Context: an optimization exercise on an open-source flow, tuned for small area. The choices shown serve that exercise and are no tape-out recipe.
RTL that was checked went through simulation tests only; none was proved equivalent to the original.
Function not checked in runs 4 and 5: the RTL went through the layout flow alone.
No driver is modelled on the clock port, so clocking that relies on it looks cheaper here than on a real chip.
Power and IR drop assume default switching activity.

==> flow/design.v <==
package sccb_pkg;
    typedef enum logic [2:0] {
        S_IDLE     = 3'b000,    
        S_ID       = 3'b001,
        S_SUB      = 3'b010,
        S_DATA     = 3'b011,
        S_RD       = 3'b100,
        S_ID_ACK   = 3'b101,
        S_SUB_ACK  = 3'b110,
        S_DATA_ACK = 3'b111
    } state_t;
    localparam logic [6:0] DEV_ID_DEFAULT = 7'h21;
endpackage
module sccb_sync_edge (
    input  logic clk,
    input  logic reset,
    input  logic din,
    output logic sync,
    output logic rise,
    output logic fall
);
    logic meta_r;
    logic sync_r;
    logic prev_r;
    always_ff @(posedge clk) begin
        if (reset) begin
            meta_r <= 1'b1;
            sync_r <= 1'b1;
            prev_r <= 1'b1;
        end else begin
            meta_r <= din;
            sync_r <= meta_r;
            prev_r <= sync_r;
        end
    end
    assign sync = sync_r;
    assign rise = sync_r & ~prev_r;
    assign fall = ~sync_r & prev_r;
endmodule
module sccb_responder #(
    parameter logic [6:0] DEV_ID = sccb_pkg::DEV_ID_DEFAULT
) (
    input  logic       sccb_clk,
    input  logic       sccb_reset,
    input  logic       sio_c_in,
    input  logic       sio_d_in,
    output logic       sio_d_oe,
    output logic       sio_d_out,
    output logic       wr_strobe,
    output logic [7:0] wr_addr,
    output logic [7:0] wr_data,
    output logic       busy
);
    logic scl_s, scl_rise_s, scl_fall_s;
    logic sda_s, sda_rise_s, sda_fall_s;
    logic start_s, stop_s;
    sccb_sync_edge u_sync_c (
        .clk   (sccb_clk),
        .reset (sccb_reset),
        .din   (sio_c_in),
        .sync  (scl_s),
        .rise  (scl_rise_s),
        .fall  (scl_fall_s)
    );
    sccb_sync_edge u_sync_d (
        .clk   (sccb_clk),
        .reset (sccb_reset),
        .din   (sio_d_in),
        .sync  (sda_s),
        .rise  (sda_rise_s),
        .fall  (sda_fall_s)
    );
    assign start_s = sda_fall_s & scl_s;
    assign stop_s  = sda_rise_s & scl_s;
    sccb_pkg::state_t state_r, state_s;
    logic [3:0]       cnt_r, cnt_s;       
    logic [7:0]       sh_r;
    logic [7:0]       sub_r;
    logic             sub0_r;             
    logic             idok_r;             
    logic             busy_r, busy_s;
    logic             wr_strobe_r;
    logic [7:0]       wr_addr_r, wr_data_r;
    logic [7:0]       rd_q_r;
    logic             pend_r;             
    logic [5:0]       ptr_r;
    logic [7:0]       wdata_s;
    logic             bit_s, we_s, in_rd, last_s;
    localparam logic [7:0] ID_BITS = {1'b0, DEV_ID[0], DEV_ID[1], DEV_ID[2],
                                      DEV_ID[3], DEV_ID[4], DEV_ID[5], DEV_ID[6]};
    assign wdata_s = {sh_r[6:0], sda_s};
    assign in_rd   = (state_r == sccb_pkg::S_RD);
    assign bit_s   = scl_rise_s & ~cnt_r[3] & ~start_s & ~stop_s;
    assign last_s  = (cnt_r[2:0] == 3'd7);
    assign we_s    = bit_s & last_s & (state_r == sccb_pkg::S_DATA);
    always_comb begin
        state_s = state_r;
        cnt_s   = cnt_r;
        busy_s  = busy_r;
        if (stop_s) begin
            state_s = sccb_pkg::S_IDLE;
            busy_s  = 1'b0;
        end else if (start_s) begin
            state_s = sccb_pkg::S_ID;
            cnt_s   = '0;
        end else if (state_r != sccb_pkg::S_IDLE) begin
            if (scl_rise_s && !cnt_r[3]) begin
                cnt_s = cnt_r + 4'd1;
            end
            if (scl_fall_s) begin
                cnt_s = '0;
                case (state_r)
                    sccb_pkg::S_ID: begin
                        if (cnt_r[3]) begin
                            state_s = idok_r ? sccb_pkg::S_ID_ACK : sccb_pkg::S_IDLE;
                            busy_s  = idok_r;
                        end
                        cnt_s = cnt_r;
                    end
                    sccb_pkg::S_SUB: begin
                        if (cnt_r[3]) state_s = sccb_pkg::S_SUB_ACK;
                        cnt_s = cnt_r;
                    end
                    sccb_pkg::S_DATA: begin
                        if (cnt_r[3]) state_s = sccb_pkg::S_DATA_ACK;
                        cnt_s = cnt_r;
                    end
                    sccb_pkg::S_RD: begin
                        if (cnt_r[3]) state_s = sccb_pkg::S_IDLE;
                        cnt_s = cnt_r;
                    end
                    sccb_pkg::S_ID_ACK:   state_s = idok_r ? sccb_pkg::S_RD : sccb_pkg::S_SUB;
                    sccb_pkg::S_SUB_ACK:  state_s = sccb_pkg::S_DATA;
                    default:              state_s = sccb_pkg::S_IDLE;
                endcase
            end
        end
    end
    always_ff @(posedge sccb_clk) begin
        if (sccb_reset) begin
            state_r     <= sccb_pkg::S_IDLE;
            sub0_r      <= 1'b1;
            busy_r      <= 1'b0;
            wr_strobe_r <= 1'b0;
            wr_addr_r   <= 8'h00;
            wr_data_r   <= 8'h00;
        end else begin
            state_r     <= state_s;
            busy_r      <= busy_s;
            wr_strobe_r <= we_s;
            if (bit_s && last_s && (state_r == sccb_pkg::S_SUB)) begin
                sub0_r <= 1'b0;
            end
            if (we_s) begin
                wr_addr_r <= sub_r;
                wr_data_r <= wdata_s;
            end
        end
    end
    always_ff @(posedge sccb_clk) begin
        cnt_r <= cnt_s;
        if (start_s) begin
            idok_r <= 1'b1;
        end else if (scl_fall_s && cnt_r[3] && (state_r == sccb_pkg::S_ID)) begin
            idok_r <= sda_s;
        end else if (bit_s && !last_s && (state_r == sccb_pkg::S_ID) &&
                     (sda_s != ID_BITS[cnt_r[2:0]])) begin
            idok_r <= 1'b0;
        end
        if (bit_s) begin
            case (state_r)
                sccb_pkg::S_SUB, sccb_pkg::S_DATA: sh_r <= wdata_s;
                default: ;
            endcase
            if (last_s && (state_r == sccb_pkg::S_SUB)) begin
                sub_r <= wdata_s;
            end
        end
    end
    logic [8*64-1:0] ring_r [4];
    logic [7:0]      ring_in [4];
    logic            hit_w, hit_r;
    logic [1:0]      rsel;
    logic            cap_r;      
    assign hit_w = (ptr_r == sub_r[7:2]);
    assign hit_r = sub0_r ? (ptr_r == 6'd0) : hit_w;
    assign rsel  = sub0_r ? 2'd0 : sub_r[1:0];
    always_comb begin
        for (int r = 0; r < 4; r++) begin
            if (pend_r && hit_w && (sub_r[1:0] == 2'(r))) begin
                ring_in[r] = sh_r;
            end else begin
                ring_in[r] = ring_r[r][7:0];
            end
        end
    end
    always_ff @(posedge sccb_clk) begin
        ptr_r <= {ptr_r[4:0], ptr_r[5] ^ ptr_r[4] ^ (ptr_r[4:0] == 5'd0)};
        for (int r = 0; r < 4; r++) begin
            ring_r[r] <= {ring_in[r], ring_r[r][8*64-1:8]};
        end
        if (we_s && !sccb_reset) begin
            pend_r <= 1'b1;
        end else if (hit_w) begin
            pend_r <= 1'b0;
        end
        if (in_rd) begin
            if (scl_fall_s) rd_q_r <= {rd_q_r[6:0], 1'b0};
        end else if (cap_r) begin
            rd_q_r <= ring_r[rsel][8*64-1:8*63];
        end
        cap_r <= hit_r;
    end
    assign sio_d_oe  = state_r[2];
    assign sio_d_out = ~state_r[2] | (in_rd & rd_q_r[7]);
    assign wr_strobe = wr_strobe_r;
    assign wr_addr   = wr_addr_r;
    assign wr_data   = wr_data_r;
    assign busy      = busy_r;
endmodule
==> flow/flow/run.sh <==
#!/bin/bash
# Standard layout, with small port buffers, a clock tree built without dummy
# loads, and clock leaf nets rebalanced after CTS where their slew is too high.
set -euo pipefail
export BUFFER_PORTS_ARGS="-buffer_cell sky130_fd_sc_hd__buf_1"
export CTS_ARGS="-sink_clustering_enable -repair_clock_nets -dont_use_dummy_load -sink_clustering_size 34 -sink_clustering_max_diameter 65 -buf_list sky130_fd_sc_hd__buf_12"
export POST_CTS_TCL="$PWD/flow/post_cts.tcl"
export CLK_SLEW_TARGET_NS=0.123
bash standard.sh finish > make_finish.log 2>&1
==> flow/flow/post_cts.tcl <==
# After clock tree synthesis: rebalance the clock leaf nets so that no
# flip-flop clock pin's estimated slew exceeds the target. A leaf net over the
# target hands its sink farthest from its buffer to the nearest other leaf
# buffer that has slew to spare; a leaf with no such neighbour is split in two
# with a new buffer of the same type, driven from the same parent net.
set slew_target [expr {[info exists ::env(CLK_SLEW_TARGET_NS)] ? $::env(CLK_SLEW_TARGET_NS) : 0.120}]
set ::pc_spare 0.006
set ::pc_block [ord::get_db_block]

proc inst_xy {inst} {
  set box [$inst getBBox]
  return [list [expr {([$box xMin] + [$box xMax]) / 2}] [expr {([$box yMin] + [$box yMax]) / 2}]]
}

# Leaf nets: clock nets driven by a buffer whose loads are all clock pins.
proc leaf_info {} {
  set leaves {}
  foreach net [$::pc_block getNets] {
    if {[$net getSigType] ne "CLOCK"} { continue }
    set drv ""; set n 0; set ok 1
    foreach t [$net getITerms] {
      if {[$t isOutputSignal]} { set drv $t; continue }
      if {[[$t getMTerm] getName] ne "CLK"} { set ok 0; break }
      incr n
    }
    if {$ok && $drv ne "" && $n > 0} { lappend leaves $net }
  }
  return $leaves
}

# Worst clock pin slew per net name.
proc net_slews {} {
  set d [dict create]
  foreach pin [get_pins -hierarchical */CLK] {
    set s [get_property $pin slew_max]
    set name [[[sta::sta_to_db_pin $pin] getNet] getName]
    if {![dict exists $d $name] || [dict get $d $name] < $s} { dict set d $name $s }
  }
  return $d
}

proc net_driver {net} {
  foreach t [$net getITerms] { if {[$t isOutputSignal]} { return [$t getInst] } }
  return ""
}

set moves 0
set splits 0
for {set iter 0} {$iter < 400} {incr iter} {
  estimate_parasitics -placement
  set leaves [leaf_info]
  set worst_net ""; set worst 0
  set slews [net_slews]
  foreach net $leaves {
    set w [dict get $slews [$net getName]]
    if {$w > $worst} { set worst $w; set worst_net $net }
  }
  if {$worst <= $slew_target} { break }
  set dinst [net_driver $worst_net]
  lassign [inst_xy $dinst] dx dy
  # the sink farthest from its buffer
  set far ""; set fd -1
  foreach t [$worst_net getITerms] {
    if {[$t isOutputSignal]} { continue }
    lassign [inst_xy [$t getInst]] x y
    set d [expr {abs($x - $dx) + abs($y - $dy)}]
    if {$d > $fd} { set fd $d; set far $t }
  }
  lassign [inst_xy [$far getInst]] fx fy
  # nearest other leaf buffer with slew to spare
  set best ""; set bd -1
  foreach net $leaves {
    if {$net eq $worst_net} { continue }
    if {[dict get $slews [$net getName]] > $slew_target - $::pc_spare} { continue }
    lassign [inst_xy [net_driver $net]] x y
    set d [expr {abs($x - $fx) + abs($y - $fy)}]
    if {$bd < 0 || $d < $bd} { set bd $d; set best $net }
  }
  if {$best ne "" && $bd <= 2 * $fd + 20000} {
    $far disconnect
    $far connect $best
    incr moves
    continue
  }
  # split: move the half of the sinks on one side to a new buffer
  set sinks {}
  foreach t [$worst_net getITerms] { if {![$t isOutputSignal]} { lappend sinks $t } }
  set xs {}; set ys {}
  foreach t $sinks { lassign [inst_xy [$t getInst]] x y; lappend xs $x; lappend ys $y }
  set ddx [expr {[tcl::mathfunc::max {*}$xs] - [tcl::mathfunc::min {*}$xs]}]
  set ddy [expr {[tcl::mathfunc::max {*}$ys] - [tcl::mathfunc::min {*}$ys]}]
  set idx [expr {$ddx >= $ddy ? 0 : 1}]
  set keyed {}
  foreach t $sinks { lappend keyed [list [lindex [inst_xy [$t getInst]] $idx] $t] }
  set keyed [lsort -integer -index 0 $keyed]
  set moved [lrange $keyed [expr {[llength $keyed] / 2}] end]
  set parent ""
  foreach t [$dinst getITerms] { if {[$t isInputSignal]} { set parent [$t getNet] } }
  set ninst [odb::dbInst_create $::pc_block [$dinst getMaster] "clkfix_buf_$splits"]
  set nnet [odb::dbNet_create $::pc_block "clkfix_net_$splits"]
  incr splits
  $nnet setSigType CLOCK
  set sx 0; set sy 0
  foreach k $moved {
    set t [lindex $k 1]
    lassign [inst_xy [$t getInst]] x y
    set sx [expr {$sx + $x}]; set sy [expr {$sy + $y}]
    $t disconnect
    $t connect $nnet
  }
  set n [llength $moved]
  $ninst setLocation [expr {$sx / $n}] [expr {$sy / $n}]
  $ninst setPlacementStatus PLACED
  foreach t [$ninst getITerms] {
    if {[$t isInputSignal]} { $t connect $parent }
    if {[$t isOutputSignal]} { $t connect $nnet }
  }
}
puts "post_cts: $moves sinks moved, $splits leaf buffers added, worst leaf slew $worst after $iter rounds"
if {$splits > 0} { detailed_placement }
estimate_parasitics -placement
==> flow/standard.sh <==
#!/bin/bash
# synth_recipe.tcl (not shown) runs the flow's synth.tcl, then flattens the netlist and writes it again
# the make line also repeats each setting of config.mk as NAME=value (left out here)
make -C /OpenROAD-flow-scripts/flow DESIGN_CONFIG=/design/flow/config.mk WORK_HOME=/design/flow/orfs CLKGATE_MAP_FILE= SYNTH_SCRIPT=/design/flow/synth_recipe.tcl "${@:-finish}"
==> flow/config.mk <==
export PLATFORM = sky130hd
export DESIGN_NAME = sccb_responder
export DESIGN_NICKNAME = sccb_responder
export VERILOG_FILES = /design/flow/design.v
export SDC_FILE = /design/flow/constraint.sdc
export NUM_CORES = 4
export LEC_CHECK = 0
export CAP_MARGIN = 20
export CORE_MARGIN = 2
export CORE_UTILIZATION = 40
export PLACE_DENSITY = 0.7
export SLEW_MARGIN = 20
==> flow/constraint.sdc <==
create_clock -name core_clock -period 10.0 [get_ports {sccb_clk}]
set_input_delay 2.0000 -clock core_clock [delete_from_list [all_inputs] [get_ports {sccb_clk}]]
set_output_delay 2.0000 -clock core_clock [all_outputs]
set_load 0.01 [all_outputs]
==> metrics.cfg, run 1 <==
[floorplanning]
dieHeight_um=336.6
core_mm2=0.1102
initial_core_util=0.4015
ios=24
rows=122
die_area_mm2=0.1133
die_x_um=336.6

[worst_setup_path]
arrival_ns=1.62
cp_common_cell=nand2_1
regToRegSetupSlack_ns=7.81
cpMaxStageDelayCell=dfxtp_1
critPathMaxFanout=10
path_delay_family=simple AND/OR/NAND/NOR gates
crit_buf_inv=1
crit_chain=nor2_1 -> nand2_1 -> nand2_1 -> buf_1
endpoint_kind=primary output
worstSetupPathType=reg -> out
start_kind=register
required_ns=8.00
slowest_delay_ns=0.41

[sta]
worst_hold_slack_ns=0.2430
setup_viol=0
fmax_mhz=276.1
skew_ns=0.1174
worst_slew_pin_slew_ns=0.7738
slew_viol_final=0
period_share=0.3622
relSlewSlack=0.4822
finalHoldViolCount=0
min_period_ns=3.622
finalSetupTns_ns=0
rsz0062_at_grt=false

[cts]
cts_num_sinks=2113
clkLatencyLatePin_ns=0.62
clk_pin_slew_ns=0.12
cts_tree=built

[power_and_ir_drop]
peakVddDrop_mv=0.1276
switching_share=0.1890
p_int_mw=9.609
seqPwrFrac=0.711
power_density_mw_per_mm2=248.5
power_frac_comb=0.001
power.total_mw=11.85
p_clk_frac=0.288
switching_power_mw=2.239
leakage_nw=18.62

[cells_and_area]
area_growth_syn_to_layout_pct=7.746
stdcell_count=3932
final_net_count=2447
drive_gt1_frac=0.05255
multi_input_area_mm2=0.001569
fill_cells=9468
seq_area_mm2=0.04258
fin_area_mm2=0.04767

[routing]
drcViolationCount=0
drtIter0Drc=870
drt-wirelength-per-cell_um=11.84
avgViaCountPerCell=3.668
ant_nets=0
drt_wl_total_mm=46.54
dr.pass1.iters=5
dr_total_vias=14424

[global_routing]
grtUsageTotal=0.08191
grt_overflow_total=0
first_global_vias=13861
grt_first_pass_wirelength_mm=74.38
grt_max_degree=36
antenna_found_initial=4

[placement]
placed_cell_area_mm2=0.04615
io_buffers=23
hpwl_mm=25.08
gp_congestion=0.7506
placed_cells=3849

[yosys]
synth-seq-cells=2113
synth_edf_count=28
ys_seq_area_frac=0.9624
synthFlopType=dfxtp_1
postSynthCellCount=2347
synth_nets=2356
netlist_area_mm2=0.04424
avgSynthCellArea_um2=18.85
yosys_warnings=4
synthArstFlopShare=0
synth.distinct_cells=42

[worst_hold_path]
min_path_type=reg -> reg

[run]
drv_cap=0

[outcome]
status=timing/DRC/antenna clean

## per-layer routing
layer / wire (µm) / up-vias / GRT usage
met5: 0 / - / 0
met4: 1190 / 0 / 0.02641
met3: 1905 / 90 / 0.01875
met2: 16190 / 166 / 0.1052
met1: 27260 / 6737 / 0.1325
li1: - / 7431 / -
## logic make-up after synthesis
group,count (synthesis),share of synthesized area
adders and majority gates,5,0.001414
buffers and inverters,20,0.002149
muxes,59,0.01425
and+or+nand+nor,99,0.01213
DFF,2113,0.9624
xor gates and xnor gates,8,0.001584
AOI/OAI and AO/OA,43,0.006080
## cell usage in the layout, fill, tap and decap left out, types with 2 or more instances in the layout
cell      Yosys  layout
buf_12        0      75
nand4_4       2       2
dfxtp_1    2085    2085
xor2_1        6       6
nand3_1       5       5
a31oi_1       2       2
and3_1        2       2
xnor2_1       2       2
o21ai_0      20      19
mux2i_1      27      27
mux2_2       32      32
inv_1         8       8
nor2_1       32      32
diode_2       0       8
nor3_1        2       2
or2_2         8       8
edfxtp_1     28      28
and3b_1       2       2
buf_1         0      23
ha_1          5       5
a21oi_1      11      11
o221a_2       2       2
and2_1        3       3
nand2b_1      9       9
nand4_2       2       2
nand2_1      24      24
buf_4         0       3
## state kept, by name, indices dropped and copies added (netlist names), 3 cells and up
| register | count |
|---|---|
| sub_r | 8 |
| wr_data_r | 8 |
| sh_r | 8 |
| state_r | 3 |
| ring_r | 2048 |
| ptr_r | 6 |
| cnt_r | 4 |
| rd_q_r | 8 |
| wr_addr_r | 8 |
## cell usage after synthesis, types with 2 or more instances
cell | number | area share
dfxtp_1 | 2085 | 0.94
mux2_2 | 32 | 0.0081
nor2_1 | 32 | 0.0027
edfxtp_1 | 28 | 0.019
mux2i_1 | 27 | 0.0061
nand2_1 | 24 | 0.0020
o21ai_0 | 20 | 0.0023
a21oi_1 | 11 | 0.0012
nand2b_1 | 9 | 0.0013
inv_1 | 8 | 0.00068
or2_2 | 8 | 0.0011
clkbuf_1 | 6 | 0.00051
xor2_1 | 6 | 0.0012
ha_1 | 5 | 0.0014
nand3_1 | 5 | 0.00057
buf_2 | 4 | 0.00045
and2_1 | 3 | 0.00042
a31oi_1 | 2 | 0.00028
and3_1 | 2 | 0.00028
and3b_1 | 2 | 0.00040
buf_6 | 2 | 0.00051
nand4_2 | 2 | 0.00057
nand4_4 | 2 | 0.00096
nor3_1 | 2 | 0.00023
o221a_2 | 2 | 0.00051
xnor2_1 | 2 | 0.00040
## layout make-up, clock buffers not listed
class                   count  area share
repair buffers             26    0.002283
flip-flops and latches   2113      0.8932
multi-input cells         214     0.03291
inverters                   8   0.0006299
diodes                      8   0.0004199
well taps                1488     0.03905
## per-stage QoR
stage / utilization / setup slack (ns)
global route: 0.4324 / 6.185
finish: 0.4326 / 6.378
global placement: 0.4187 / 6.991
floorplan: - / 7.208
detailed placement: 0.4187 / 6.941
## power by group through the flow
stage	clock [mW]	combinational (mW)	sequential (mW)
after floorplan	0	0.00842	8.62
after global placement	0	0.0118	8.62
after detailed placement	0	0.0120	8.62
after global routing	3.81	0.0137	8.43
final	3.41	0.0124	8.43
## worst paths after layout
kind	from	end	cells after the start
worst min-delay path	ring_r[2][337]	ring_r[2][329]	0
worst min register to register	ring_r[2][337]	ring_r[2][329]	0
worst max-delay path	state_r[0]	sio_d_out	4
worst max register to register	cnt_r[3]	wr_data_r[0]	4
==> inputs of run 2 (changes only) <==
==> flow/flow/run.sh (replaced) <==
#!/bin/bash
# The standard layout with four changes:
#  - after the standard synthesis, the combinational logic is re-mapped for
#    area (flow/reopt.tcl, flow/area.abc); every flip-flop keeps its instance,
#    name and cell type;
#  - port buffers are the smallest buffer;
#  - the clock tree is built without dummy loads, with buf_12 clusters;
#  - after CTS, clock leaf nets whose slew is too high are rebalanced
#    (flow/post_cts.tcl).
# Each tool's output goes to a log file of its own in this folder.
set -euo pipefail
export BUFFER_PORTS_ARGS="-buffer_cell sky130_fd_sc_hd__buf_1"
export CTS_ARGS="-sink_clustering_enable -repair_clock_nets -dont_use_dummy_load -sink_clustering_size 34 -sink_clustering_max_diameter 65 -buf_list sky130_fd_sc_hd__buf_12"
export POST_CTS_TCL="$PWD/flow/post_cts.tcl"
export CLK_SLEW_TARGET_NS=0.122
RES="$PWD/orfs/results/$FLOW_PLATFORM/sccb_responder/base"
LOGS="$PWD/orfs/logs/$FLOW_PLATFORM/sccb_responder/base"

bash standard.sh synth > make_synth.log 2>&1

cp "$RES/1_2_yosys.v" "$PWD/standard_1_2_yosys.v"
export REOPT_LIB="$FLOW_HOME/platforms/$FLOW_PLATFORM/lib/sky130_fd_sc_hd__tt_025C_1v80.lib"
export REOPT_IN="$PWD/standard_1_2_yosys.v"
export REOPT_OUT="$PWD/reopt_1_2_yosys.v"
export REOPT_TOP="$FLOW_TOP"
export REOPT_SCRIPT="$PWD/flow/area.abc"
export REOPT_STAT="$PWD/reopt_stat.txt"
export REOPT_DONT_USE="$(grep -o -- '-dont_use [^ ]*' "$LOGS/1_2_yosys.log" | sort -u | tr '\n' ' ')"
test -n "$REOPT_DONT_USE"
yosys -c flow/reopt.tcl > yosys_reopt.log 2>&1
cp "$REOPT_OUT" "$RES/1_2_yosys.v"
rm -f "$RES/1_synth.odb" "$RES/1_synth.sdc"
bash standard.sh synth > make_synth_reopt.log 2>&1

bash standard.sh finish > make_finish.log 2>&1
==> flow/flow/area.abc (new file) <==
strash
dch
map -a
topo
dnsize -c
==> flow/flow/reopt.tcl (new file) <==
# Re-map the combinational logic of a synthesized netlist for area, keeping
# every flip-flop and tie cell instance (and its name) as it is.
yosys -import
set lib $::env(REOPT_LIB)
read_liberty -ignore_miss_func $lib
read_verilog $::env(REOPT_IN)
hierarchy -top $::env(REOPT_TOP)
setattr -mod -set blackbox 1 sky130_fd_sc_hd__df* sky130_fd_sc_hd__edf* sky130_fd_sc_hd__sdf* sky130_fd_sc_hd__conb*
flatten
opt -purge
abc -liberty $lib -script $::env(REOPT_SCRIPT) {*}$::env(REOPT_DONT_USE)
opt_clean -purge
hilomap -singleton -hicell sky130_fd_sc_hd__conb_1 HI -locell sky130_fd_sc_hd__conb_1 LO
opt_clean -purge
yosys rename -enumerate -pattern _ro%_ w:\$abc* c:\$abc* w:\$auto* c:\$auto*
yosys rename -hide w:*.*
opt_clean -purge
yosys select -module $::env(REOPT_TOP)
tee -o $::env(REOPT_STAT) stat -liberty $lib
write_verilog -noattr -nohex -nodec -selected $::env(REOPT_OUT)
==> run 2 against run 1 <==
Net effect:
- still clean
- critical path depth unchanged
- global-route usage up 0.26 points
- hold slack worse by 0.0071 ns
- die area down 0.70%
- sequential share of layout area up 0.54 points
- cell count down 0.31%
- sequential power about the same
- fmax down 0.84%
- register-to-register slack worse by 0.27 ns
- total power up 0.44%
- largest cell class unchanged
- highest routed layer is now met5
==> metrics.cfg, run 2 <==
[worst_hold_path]
hold_depth=0
min_path_type=reg -> reg

[cts]
clkLatencyLatePin_ns=0.59
clk_pin_slew_ns=0.12
cts_tree=built
cts_num_sinks=2113

[cells_and_area]
fin_util=0.4353
area_growth_syn_to_layout_pct=7.864
drive_gt1_frac=0.03514
final_net_count=2510
final_cell_mix=dfxtp_1, buf_12, nand2_1
largest_reg_flops=2048
layout_commonest_cell=dfxtp_1
top_register=ring_r

[yosys]
yosys_warnings=4
synth_nets=2405
avgSynthCellArea_um2=18.30
netlist_area_mm2=0.04393
postSynthCellCount=2401

[floorplanning]
initial_core_util=0.4036
core_mm2=0.1089
ios=24
die_x_um=335.4
rows=121
die_area_mm2=0.1125
dieHeight_um=335.4

[run]
drv_cap=0

[worst_setup_path]
endpoint_kind=primary output
required_ns=8.00
cp-endpoint=sio_d_out
worst_r2r_path_depth=4
arrival_ns=1.65
r2r_end=rd_q_r[3]
regToRegSetupSlack_ns=7.54
reg2reg_from=state_r[0]
critPathMaxFanout=9
cp-startpoint=state_r[0]
worstSetupPathType=reg -> out
start_kind=register

[routing]
dr_total_vias=14809
ant_nets=0
drt_wl_total_mm=47.30
dr_wl_met2_mm=17.16
top_layer_used=met5
drtIter0Drc=800
dr.pass1.iters=4
avgViaCountPerCell=3.778
dr_wl_met3_mm=2.248
drcViolationCount=0
met1Wirelength_mm=26.44
drt-wirelength-per-cell_um=12.07

[sta]
fin_ws_ns=6.347
slew_viol_final=0
worst_slew_pin_slew_ns=1.041
period_share=0.3653
skew_ns=0.08383
relSlewSlack=0.3036
fmax_mhz=273.7
finalSetupTns_ns=0
finalHoldViolCount=0
rsz0062_at_grt=false
setup_viol=0
min_period_ns=3.653

[placement]
gp_congestion=0.7583
io_buffers=23
place_ws_ns=6.576
hpwl_mm=26.13

[power_and_ir_drop]
leakage_nw=18.25
peakVddDrop_mv=0.1233
power_density_mw_per_mm2=251.1

[global_routing]
antenna_found_initial=4
grt_overflow_total=0
grt_first_pass_wirelength_mm=76.02
first_global_vias=14288
grtUsageTotal=0.08448
grt_max_degree=35

[outcome]
status=timing/DRC/antenna clean

-- run 2: changes by cell type in the layout (fill, tap and decap cells not counted), moves of 11 or more --
cell / previous run / this run
nand3_1: 5 / 16
mux2_2: 32 / 1
mux2i_1: 27 / 0
clkinv_1: 0 / 44
nand2_1: 24 / 74
o21ai_0: 19 / 58
a21oi_1: 11 / 33
-- run 2: per-layer routing --
layer / vias to the layer above / track usage
met2: 207 / 0.1108
met1: 6878 / 0.1316
li1: 7622 / -
met5: - / 0
met3: 100 / 0.02310
met4: 2 / 0.02862
-- run 2: power breakdown --
part	switching, mW	total, mW	internal, mW
sequential	0.00261	8.43	8.43
combinational	0.00802	0.0115	0.00346
clock	2.24	3.46	1.22
-- run 2: final cells by class, clock buffers not listed --
| class | instances | area (µm²) |
|---|---|---|
| well taps | 1414 | 1769 |
| fillers | 9273 | 61470 |
| flip-flops and latches | 2113 | 42580 |
| diodes | 2 | 5.005 |
| inverters | 44 | 165.2 |
| repair buffers | 25 | 101.3 |
| multi-input cells | 244 | 1202 |
-- run 2: how the worst min path moves through the flow --
stage | startpoint | end
final | ring_r[0][242] | ring_r[0][234]
after global routing | ring_r[0][324] | ring_r[0][316]
after detailed placement | ring_r[0][306] | ring_r[0][298]
after global placement | ring_r[2][446] | ring_r[2][438]
after floorplan | ring_r[0][8] | ring_r[0][0]
-- run 2: metrics by stage --
step / total power [mW] / cell area, µm² / std cells / hold slack [ns]
detailed placement: 8.635 / 45810 / 3840 / 0.3121
finish: 11.90 / 47390 / 3920 / 0.2359
floorplan: 8.630 / 43930 / 2401 / 0.3096
global route: 12.32 / 47380 / 3918 / 0.2296
global placement: 8.635 / 45810 / 3840 / 0.3096
-- run 2: worst max-delay path: stages (launching register included) --
cell and delay, ns:
dfxtp_1 0.43, nor2_1 0.24, nand2_1 0.08, nand2_1 0.12
buf_1 0.16
==> inputs of run 3 (changes only) <==
--- a/flow/flow/run.sh
+++ b/flow/flow/run.sh
@@ -4,3 +4,5 @@
 #    area (flow/reopt.tcl, flow/area.abc); every flip-flop keeps its instance,
-#    name and cell type;
+#    name and cell type. The re-mapped netlist is used only if it is proven
+#    equivalent to the standard one (flow/equiv.tcl) and uses only the
+#    platform's cells (flow/mapped.tcl);
 #  - port buffers are the smallest buffer;
@@ -28,7 +30,13 @@
 export REOPT_DONT_USE="$(grep -o -- '-dont_use [^ ]*' "$LOGS/1_2_yosys.log" | sort -u | tr '\n' ' ')"
-test -n "$REOPT_DONT_USE"
-yosys -c flow/reopt.tcl > yosys_reopt.log 2>&1
-cp "$REOPT_OUT" "$RES/1_2_yosys.v"
-rm -f "$RES/1_synth.odb" "$RES/1_synth.sdc"
-bash standard.sh synth > make_synth_reopt.log 2>&1
+if [[ -n "$REOPT_DONT_USE" ]] \
+   && yosys -c flow/reopt.tcl > yosys_reopt.log 2>&1 \
+   && yosys -c flow/mapped.tcl > yosys_mapped.log 2>&1 \
+   && yosys -c flow/equiv.tcl > yosys_equiv.log 2>&1; then
+  echo "using the re-mapped netlist" > reopt_result.txt
+  cp "$REOPT_OUT" "$RES/1_2_yosys.v"
+  rm -f "$RES/1_synth.odb" "$RES/1_synth.sdc"
+  bash standard.sh synth > make_synth_reopt.log 2>&1
+else
+  echo "re-mapping failed; using the standard netlist" > reopt_result.txt
+fi
 
==> flow/flow/equiv.tcl (new file) <==
# Prove the re-mapped netlist equivalent to the standard one (flip-flops
# paired by instance name); exits with an error if it is not.
yosys -import
read_liberty -ignore_miss_func $::env(REOPT_LIB)
read_verilog $::env(REOPT_IN)
yosys rename $::env(REOPT_TOP) gold
read_verilog $::env(REOPT_OUT)
yosys rename $::env(REOPT_TOP) gate
flatten
opt_clean
equiv_make gold gate eq
hierarchy -top eq
equiv_simple -seq 2
equiv_induct
equiv_status -assert
==> flow/flow/mapped.tcl (new file) <==
# The re-mapped netlist must use only the platform's cells.
yosys -import
read_liberty -lib $::env(REOPT_LIB)
read_verilog $::env(REOPT_OUT)
hierarchy -check -top $::env(REOPT_TOP)
check -assert -mapped
==> run 3 against run 2 <==
Net effect:
- die area did not move
- critical path depth did not move
- cell count is the same
- clock power hardly changed
- register-to-register slack is essentially flat
- worst setup slack is the same
- clock skew did not move
- largest cell class unchanged
==> metrics.cfg, run 3 <==
[global_routing]
first_global_vias=14288
antenna_found_initial=4
grt_first_pass_wirelength_mm=76.02
grt_overflow_total=0
grtUsageTotal=0.08448
grt_max_degree=35

[worst_hold_path]
min_path_type=reg -> reg
hold_depth=0
hold_path_end=ring_r[0][234]
hp-start=ring_r[0][242]

[worst_setup_path]
required_ns=8.00
start_kind=register
worst_r2r_path_depth=4
critPathMaxFanout=9
reg2reg_from=state_r[0]
arrival_ns=1.65
regToRegSetupSlack_ns=7.54
crit_chain=nor2_1 -> nand2_1 -> nand2_1 -> buf_1
slowest_delay_ns=0.43
r2r_end=rd_q_r[3]
cpMaxStageDelayCell=dfxtp_1
path_delay_family=simple AND/OR/NAND/NOR gates
worstSetupPathType=reg -> out
endpoint_kind=primary output
cp_common_cell=nand2_1
crit_buf_inv=1

[routing]
drt-wirelength-per-cell_um=12.07
drt_wl_total_mm=47.30
ant_nets=0
dr.pass1.iters=4
avgViaCountPerCell=3.778
drcViolationCount=0
dr_total_vias=14809
drtIter0Drc=800

[placement]
io_buffers=23
gp_congestion=0.7583
hpwl_mm=26.13

[floorplanning]
core_mm2=0.1089
initial_core_util=0.4036
ios=24
dieHeight_um=335.4
rows=121
die_x_um=335.4
die_area_mm2=0.1125

[cells_and_area]
largest_reg_flops=2048
top_register=ring_r
multi_input_area_mm2=0.001202
drive_gt1_frac=0.03514
final_net_count=2510
layout_commonest_cell=dfxtp_1
fill_cells=9273
area_growth_syn_to_layout_pct=7.864
final_cell_mix=dfxtp_1, buf_12, nand2_1
seq_area_mm2=0.04258

[yosys]
synth_nets=2405
postSynthCellCount=2401
yosys_warnings=4
avgSynthCellArea_um2=18.30
netlist_area_mm2=0.04393

[power_and_ir_drop]
peakVddDrop_mv=0.1233
power_density_mw_per_mm2=251.1
power.total_mw=11.90
leakage_nw=18.25

[outcome]
status=timing/DRC/antenna clean

[cts]
clk_pin_slew_ns=0.12
clkLatencyLatePin_ns=0.59
cts_num_sinks=2113
cts_tree=built

[sta]
period_share=0.3653
skew_ns=0.08383
finalHoldViolCount=0
min_period_ns=3.653
relSlewSlack=0.3036
finalSetupTns_ns=0
slew_viol_final=0
setup_viol=0
rsz0062_at_grt=false
fmax_mhz=273.7
worst_slew_pin_slew_ns=1.041

[run]
drv_cap=0

## run 3: stage by stage
| stage | worst slack [ns] | std cells | hold WS [ns] | util | cell area, µm² |
|---|---|---|---|---|---|
| finish | 6.347 | 3920 | 0.2359 | 0.4353 | 47390 |
| global route | 6.207 | 3918 | 0.2296 | 0.4353 | 47380 |
| detailed placement | 6.576 | 3840 | 0.3121 | 0.4208 | 45810 |
| global placement | 6.645 | 3840 | 0.3096 | 0.4208 | 45810 |
| floorplan | 7.313 | 2401 | 0.3096 | - | 43930 |
## run 3: worst max path at each step
| stage | startpoint | end | slack (ns) | cells after the start |
|---|---|---|---|---|
| after floorplan | state_r[0] | sio_d_out | 7.31 | 3 |
| after global placement | sccb_reset | wr_addr_r[6] | 6.65 | 5 |
| after detailed placement | sccb_reset | wr_data_r[2] | 6.58 | 5 |
| after global routing | state_r[0] | sio_d_out | 6.21 | 4 |
| final | state_r[0] | sio_d_out | 6.35 | 4 |
## run 3: layout make-up, clock buffers not listed
cell class | count | share of cell area
sequential | 2113 | 0.8986
antenna | 2 | 0.0001056
inverter | 44 | 0.003485
tap | 1414 | 0.03734
timing repair buffer | 25 | 0.002139
multi-input combinational | 244 | 0.02537
## run 3: metal layers
| metal | vias to the layer above | wire length [µm] | track usage |
|---|---|---|---|
| met2 | 207 | 17160 | 0.1108 |
| met5 | - | 13 | 0 |
| met4 | 2 | 1437 | 0.02862 |
| li1 | 7622 | - | - |
| met1 | 6878 | 26440 | 0.1316 |
| met3 | 100 | 2248 | 0.02310 |
## run 3: power breakdown
part / switching, mW / total (mW) / leakage (nW) / internal, mW
clock network: 2.24 / 3.46 / 0.733 / 1.22
logic: 0.00802 / 0.0115 / 0.480 / 0.00346
registers: 0.00261 / 8.43 / 17.0 / 8.43
==> inputs of run 4 (changes only) <==
--- a/flow/design.v
+++ b/flow/design.v
@@ -95,6 +95,14 @@
     assign we_s    = bit_s & last_s & (state_r == sccb_pkg::S_DATA);
+    logic ack_end;
+    assign ack_end = scl_fall_s & state_r[2] & (state_r[1:0] != 2'b00);
     always_comb begin
         state_s = state_r;
-        cnt_s   = cnt_r;
         busy_s  = busy_r;
+        if (start_s || ack_end) begin
+            cnt_s = '0;
+        end else if (scl_rise_s && !cnt_r[3]) begin
+            cnt_s = cnt_r + 4'd1;
+        end else begin
+            cnt_s = cnt_r;
+        end
         if (stop_s) begin
@@ -104,34 +112,18 @@
             state_s = sccb_pkg::S_ID;
-            cnt_s   = '0;
-        end else if (state_r != sccb_pkg::S_IDLE) begin
-            if (scl_rise_s && !cnt_r[3]) begin
-                cnt_s = cnt_r + 4'd1;
-            end
-            if (scl_fall_s) begin
-                cnt_s = '0;
-                case (state_r)
-                    sccb_pkg::S_ID: begin
-                        if (cnt_r[3]) begin
-                            state_s = idok_r ? sccb_pkg::S_ID_ACK : sccb_pkg::S_IDLE;
-                            busy_s  = idok_r;
-                        end
-                        cnt_s = cnt_r;
+        end else if (scl_fall_s) begin
+            case (state_r)
+                sccb_pkg::S_ID: begin
+                    if (cnt_r[3]) begin
+                        state_s = idok_r ? sccb_pkg::S_ID_ACK : sccb_pkg::S_IDLE;
+                        busy_s  = idok_r;
                     end
-                    sccb_pkg::S_SUB: begin
-                        if (cnt_r[3]) state_s = sccb_pkg::S_SUB_ACK;
-                        cnt_s = cnt_r;
-                    end
-                    sccb_pkg::S_DATA: begin
-                        if (cnt_r[3]) state_s = sccb_pkg::S_DATA_ACK;
-                        cnt_s = cnt_r;
-                    end
-                    sccb_pkg::S_RD: begin
-                        if (cnt_r[3]) state_s = sccb_pkg::S_IDLE;
-                        cnt_s = cnt_r;
-                    end
-                    sccb_pkg::S_ID_ACK:   state_s = idok_r ? sccb_pkg::S_RD : sccb_pkg::S_SUB;
-                    sccb_pkg::S_SUB_ACK:  state_s = sccb_pkg::S_DATA;
-                    default:              state_s = sccb_pkg::S_IDLE;
-                endcase
-            end
+                end
+                sccb_pkg::S_SUB:      if (cnt_r[3]) state_s = sccb_pkg::S_SUB_ACK;
+                sccb_pkg::S_DATA:     if (cnt_r[3]) state_s = sccb_pkg::S_DATA_ACK;
+                sccb_pkg::S_RD:       if (cnt_r[3]) state_s = sccb_pkg::S_IDLE;
+                sccb_pkg::S_ID_ACK:   state_s = idok_r ? sccb_pkg::S_RD : sccb_pkg::S_SUB;
+                sccb_pkg::S_SUB_ACK:  state_s = sccb_pkg::S_DATA;
+                sccb_pkg::S_DATA_ACK: state_s = sccb_pkg::S_IDLE;
+                default: ;
+            endcase
         end
==> run 4 against run 3 <==
Net effect:
- still clean on timing, DRC and antenna
- hold slack improved by 0.051 ns
- critical path depth is the same
- synthesized cell count is 0.25% higher
- critical endpoint unchanged
- largest cell class unchanged
==> metrics.cfg, run 4 <==
[worst_setup_path]
endpoint_kind=primary output
regToRegSetupSlack_ns=7.13
worst_r2r_path_depth=7
start_kind=register
arrival_ns=1.52
r2r_end=wr_addr_r[0]
reg2reg_from=u_sync_c.sync_r
required_ns=8.00
critPathMaxFanout=7
worstSetupPathType=reg -> out

[routing]
met1Wirelength_mm=27.84
dr_wl_met2_mm=15.38
dr_total_vias=14818
dr.pass1.iters=5
drtIter0Drc=805
dr_wl_met3_mm=2.150
drt-wirelength-per-cell_um=11.84
top_layer_used=met4
drt_wl_total_mm=46.42
drcViolationCount=0
avgViaCountPerCell=3.778
ant_nets=0

[sta]
min_period_ns=3.522
worst_hold_slack_ns=0.2872
period_share=0.3522
fmax_mhz=283.9
slew_viol_final=0
relSlewSlack=0.3195
rsz0062_at_grt=false
finalHoldViolCount=0
finalSetupTns_ns=0
worst_slew_pin_slew_ns=1.017
skew_ns=0.06385
setup_viol=0

[cells_and_area]
fill_cells=9242
layout_commonest_cell=dfxtp_1
final_net_count=2512
top_register=ring_r
final_cell_mix=dfxtp_1, buf_12, nor2_1
area_growth_syn_to_layout_pct=7.646
largest_reg_flops=2048
drive_gt1_frac=0.03312

[cts]
clkLatencyLatePin_ns=0.60
cts_tree=built
clk_pin_slew_ns=0.12
cts_num_sinks=2113

[power_and_ir_drop]
switching_share=0.1884
p_clk_frac=0.285
power_density_mw_per_mm2=249.7
seqPwrFrac=0.714
peakVddDrop_mv=0.1288
p_int_mw=9.579
power_frac_comb=0.001
switching_power_mw=2.224
leakage_nw=18.20
power.total_mw=11.80

[floorplanning]
die_x_um=335.3
die_area_mm2=0.1124
dieHeight_um=335.3
initial_core_util=0.4034
rows=121
core_mm2=0.1089
ios=24

[yosys]
synth_nets=2411
avgSynthCellArea_um2=18.24
netlist_area_mm2=0.04391
yosys_warnings=4
postSynthCellCount=2407

[global_routing]
grt_overflow_total=0
grt_first_pass_wirelength_mm=74.26
antenna_found_initial=6
first_global_vias=14157
grtUsageTotal=0.08255
grt_max_degree=35

[placement]
io_buffers=23
hpwl_mm=25.32
gp_congestion=0.7784

[worst_hold_path]
hold_depth=0
min_path_type=reg -> reg
hold_path_end=ring_r[0][404]
hp-start=ring_r[0][412]

[outcome]
status=timing/DRC/antenna clean

[run]
drv_cap=0

-- run 4: routing by layer --
metal / vias up / track usage
met2: 201 / 0.09913
met4: 0 / 0.02490
met5: - / 0
li1: 7617 / -
met3: 81 / 0.02206
met1: 6919 / 0.1381
-- run 4: layout make-up, clock buffers not listed --
type	count	area [µm²]	area share
sequential	2113	42540	0.9001
tap	1414	1769	0.03743
multi-input combinational	252	1221	0.02584
inverter	42	157.7	0.003336
timing repair buffer	26	108.9	0.002303
buffer	1	20.02	0.0004236
antenna	2	5.005	0.0001059
-- run 4: stage by stage --
stage,util,cell area [µm²],std cells,setup WS (ns)
2_1_floorplan,-,43910,2407,6.641
3_3_place_gp,0.4207,45800,3847,6.642
3_5_place_dp,0.4207,45800,3847,6.616
5_1_grt,0.4342,47260,3920,6.328
6_report,0.4342,47260,3922,6.478
-- run 4: worst max path at each step --
stage	from	end	slack [ns]	cells past startpoint
2_1_floorplan	u_sync_c.sync_r	wr_addr_r[1]	6.64	5
6_report	state_r[0]	sio_d_out	6.48	4
5_1_grt	state_r[1]	sio_d_out	6.33	4
3_5_place_dp	sccb_reset	state_r[1]	6.62	7
3_3_place_gp	sccb_reset	state_r[1]	6.64	7
-- run 4: worst max-delay path, stage by stage (launching register included) --
cell	delay (ns)
dfxtp_1	0.38
nor2_1	0.24
nand2_1	0.09
nand2_1	0.10
buf_1	0.17
-- run 4: power by group through the flow --
stage | sequential (mW) | clock [mW] | combinational (mW)
detailed placement | 8.62 | 0 | 0.0144
global route | 8.43 | 3.75 | 0.0165
finish | 8.43 | 3.36 | 0.0147
floorplan | 8.62 | 0 | 0.00927
global placement | 8.62 | 0 | 0.0139
==> inputs of run 5 (changes only) <==
--- a/flow/flow/run.sh
+++ b/flow/flow/run.sh
@@ -14,5 +14,5 @@
 export BUFFER_PORTS_ARGS="-buffer_cell sky130_fd_sc_hd__buf_1"
-export CTS_ARGS="-sink_clustering_enable -repair_clock_nets -dont_use_dummy_load -sink_clustering_size 34 -sink_clustering_max_diameter 65 -buf_list sky130_fd_sc_hd__buf_12"
+export CTS_ARGS="-sink_clustering_enable -repair_clock_nets -dont_use_dummy_load -sink_clustering_size 36 -sink_clustering_max_diameter 65 -buf_list sky130_fd_sc_hd__buf_12"
 export POST_CTS_TCL="$PWD/flow/post_cts.tcl"
-export CLK_SLEW_TARGET_NS=0.122
+export CLK_SLEW_TARGET_NS=0.121
 RES="$PWD/orfs/results/$FLOW_PLATFORM/sccb_responder/base"
--- a/flow/config.mk
+++ b/flow/config.mk
@@ -10,3 +10,3 @@
 export CORE_UTILIZATION = 40
-export PLACE_DENSITY = 0.7
+export PLACE_DENSITY = 0.65
 export SLEW_MARGIN = 20
==> run 5 against run 4 <==
Net effect:
- still clean on timing, DRC and antenna
- via count is 0.82% higher
- fmax decreased by 2.0%
- register-to-register slack better by 0.02 ns
- clock power up 3%
- synthesized area unchanged
- hold slack worse by 0.021 ns
- critical path type unchanged
- critical endpoint unchanged
==> metrics.cfg, run 5 <==
[outcome]
status=timing/DRC/antenna clean

[routing]
ant_nets=0
dr_wl_met3_mm=2.220
met1Wirelength_mm=27.90
drtIter0Drc=784
drt-wirelength-per-cell_um=12.05
dr.pass1.iters=6
drcViolationCount=0
avgViaCountPerCell=3.807
dr_total_vias=14940
dr_wl_met2_mm=15.90
top_layer_used=met4
drt_wl_total_mm=47.28

[sta]
finalSetupTns_ns=0
skew_ns=0.06933
worst_slew_pin_slew_ns=1.031
worst_hold_slack_ns=0.2667
setup_viol=0
fmax_mhz=278.2
slew_viol_final=0
rsz0062_at_grt=false
relSlewSlack=0.3099
min_period_ns=3.594
finalHoldViolCount=0
period_share=0.3594

[cells_and_area]
largest_reg_flops=2048
final_cell_mix=dfxtp_1, buf_12, nor2_1
n_antenna_cell=0
final_net_count=2516
fin_area_mm2=0.04734
drive_gt1_frac=0.03466
top_register=ring_r
layout_commonest_cell=dfxtp_1
area_growth_syn_to_layout_pct=7.817

[worst_setup_path]
crit_chain=nor2_1 -> nand2_1 -> nand2_1 -> buf_1
path_delay_family=simple AND/OR/NAND/NOR gates
r2r_end=wr_addr_r[0]
reg2reg_from=u_sync_c.sync_r
required_ns=8.00
worst_r2r_path_depth=7
crit_buf_inv=1
regToRegSetupSlack_ns=7.15
worstSetupPathType=reg -> out
cp_common_cell=nand2_1
arrival_ns=1.59
start_kind=register
cpMaxStageDelayCell=dfxtp_1
endpoint_kind=primary output
critPathMaxFanout=7
slowest_delay_ns=0.39

[yosys]
yosys_warnings=4
avgSynthCellArea_um2=18.24
synth_nets=2411
netlist_area_mm2=0.04391
postSynthCellCount=2407

[floorplanning]
die_x_um=335.3
ios=24
die_area_mm2=0.1124
initial_core_util=0.4034
dieHeight_um=335.3
core_mm2=0.1089
rows=121

[global_routing]
grt_first_pass_wirelength_mm=76.09
first_global_vias=14203
antenna_found_initial=3
grt_max_degree=37
grtUsageTotal=0.08533
grt_overflow_total=0

[power_and_ir_drop]
peakVddDrop_mv=0.1506
power.total_mw=11.92
power_density_mw_per_mm2=251.7
leakage_nw=18.23

[placement]
hpwl_mm=25.19
io_buffers=23
gp_congestion=0.7937
placed_cell_area_mm2=0.04580

[worst_hold_path]
min_path_type=reg -> reg
hold_depth=0
hold_path_end=ring_r[2][363]
hp-start=ring_r[2][371]

[cts]
clkLatencyLatePin_ns=0.62
cts_tree=built
cts_num_sinks=2113
clk_pin_slew_ns=0.12

[run]
drv_cap=0

run 5: per-layer routing:
metal	global-route usage	up-vias
met5	0	-
met4	0.02977	0
met3	0.02125	88
met2	0.1040	210
met1	0.1409	7011
li1	-	7631
run 5: through the flow:
stage / util / cells / setup WS (ns)
global placement: 0.4207 / 3847 / 6.646
detailed placement: 0.4207 / 3847 / 6.617
global route: 0.4349 / 3924 / 6.236
finish: 0.4349 / 3924 / 6.406
floorplan: - / 2407 / 6.641
run 5: worst max path at each step:
stage                     depth (start not counted)             from           end  slack [ns]
after floorplan                                   5  u_sync_c.sync_r  wr_addr_r[1]        6.64
final                                             4       state_r[1]     sio_d_out        6.41
after global placement                            7       sccb_reset    state_r[1]        6.65
after global routing                              4       state_r[0]     sio_d_out        6.24
after detailed placement                          7       sccb_reset    state_r[1]        6.62
run 5: layout make-up, clock buffers not listed:
type	count	area, µm²
fillers	9380	61510
multi-input cells	252	1221
repair buffers	26	108.9
inverters	42	157.7
plain buffers	7	140.1
flip-flops and latches	2113	42540
well taps	1414	1769
run 5: report_power, final:
part	switching [mW]	leakage, nW	internal (mW)
combinational	0.0101	0.449	0.00466
sequential	0.00266	17.1	8.43
clock	2.26	0.724	1.21

## afterwards: timing with drivers on the ports
Ports are ideal in the flow. The routed layouts listed here were re-timed in OpenROAD.
Step 1: set_driving_cell puts a clkbuf_16 on sccb_clk and a buf_2 on each other input, an assumption about the parent block.
Step 2 adds t to the input delays and takes it off the output delays; t is the mean of the earliest and latest rising clock arrival at the registers after step 1. Input paths then give back, and output paths get back, about the clock's delay inside the block.
Three values: ideal, step 1, step 2; two values: the first two.
run	t (ns)	setup WS [ns]	worst hold slack (ns)	worst register clock-pin slew, ns	worst data-port slew with drivers (ns)
run 1	0.615	6.378 / 6.316 / 6.932	0.243 / 0.243 / 0.243	0.12 / 0.12	0.03
run 2	0.620	6.347 / 6.285 / 6.652	0.236 / 0.236 / 0.236	0.12 / 0.12	0.03
run 3	0.620	6.347 / 6.285 / 6.652	0.236 / 0.236 / 0.236	0.12 / 0.12	0.03
run 4	0.633	6.478 / 6.415 / 6.533	0.287 / 0.287 / 0.287	0.12 / 0.12	0.03
run 5	0.644	6.406 / 6.343 / 6.558	0.267 / 0.267 / 0.267	0.12 / 0.12	0.03
After both steps setup and hold are still met in every run listed.
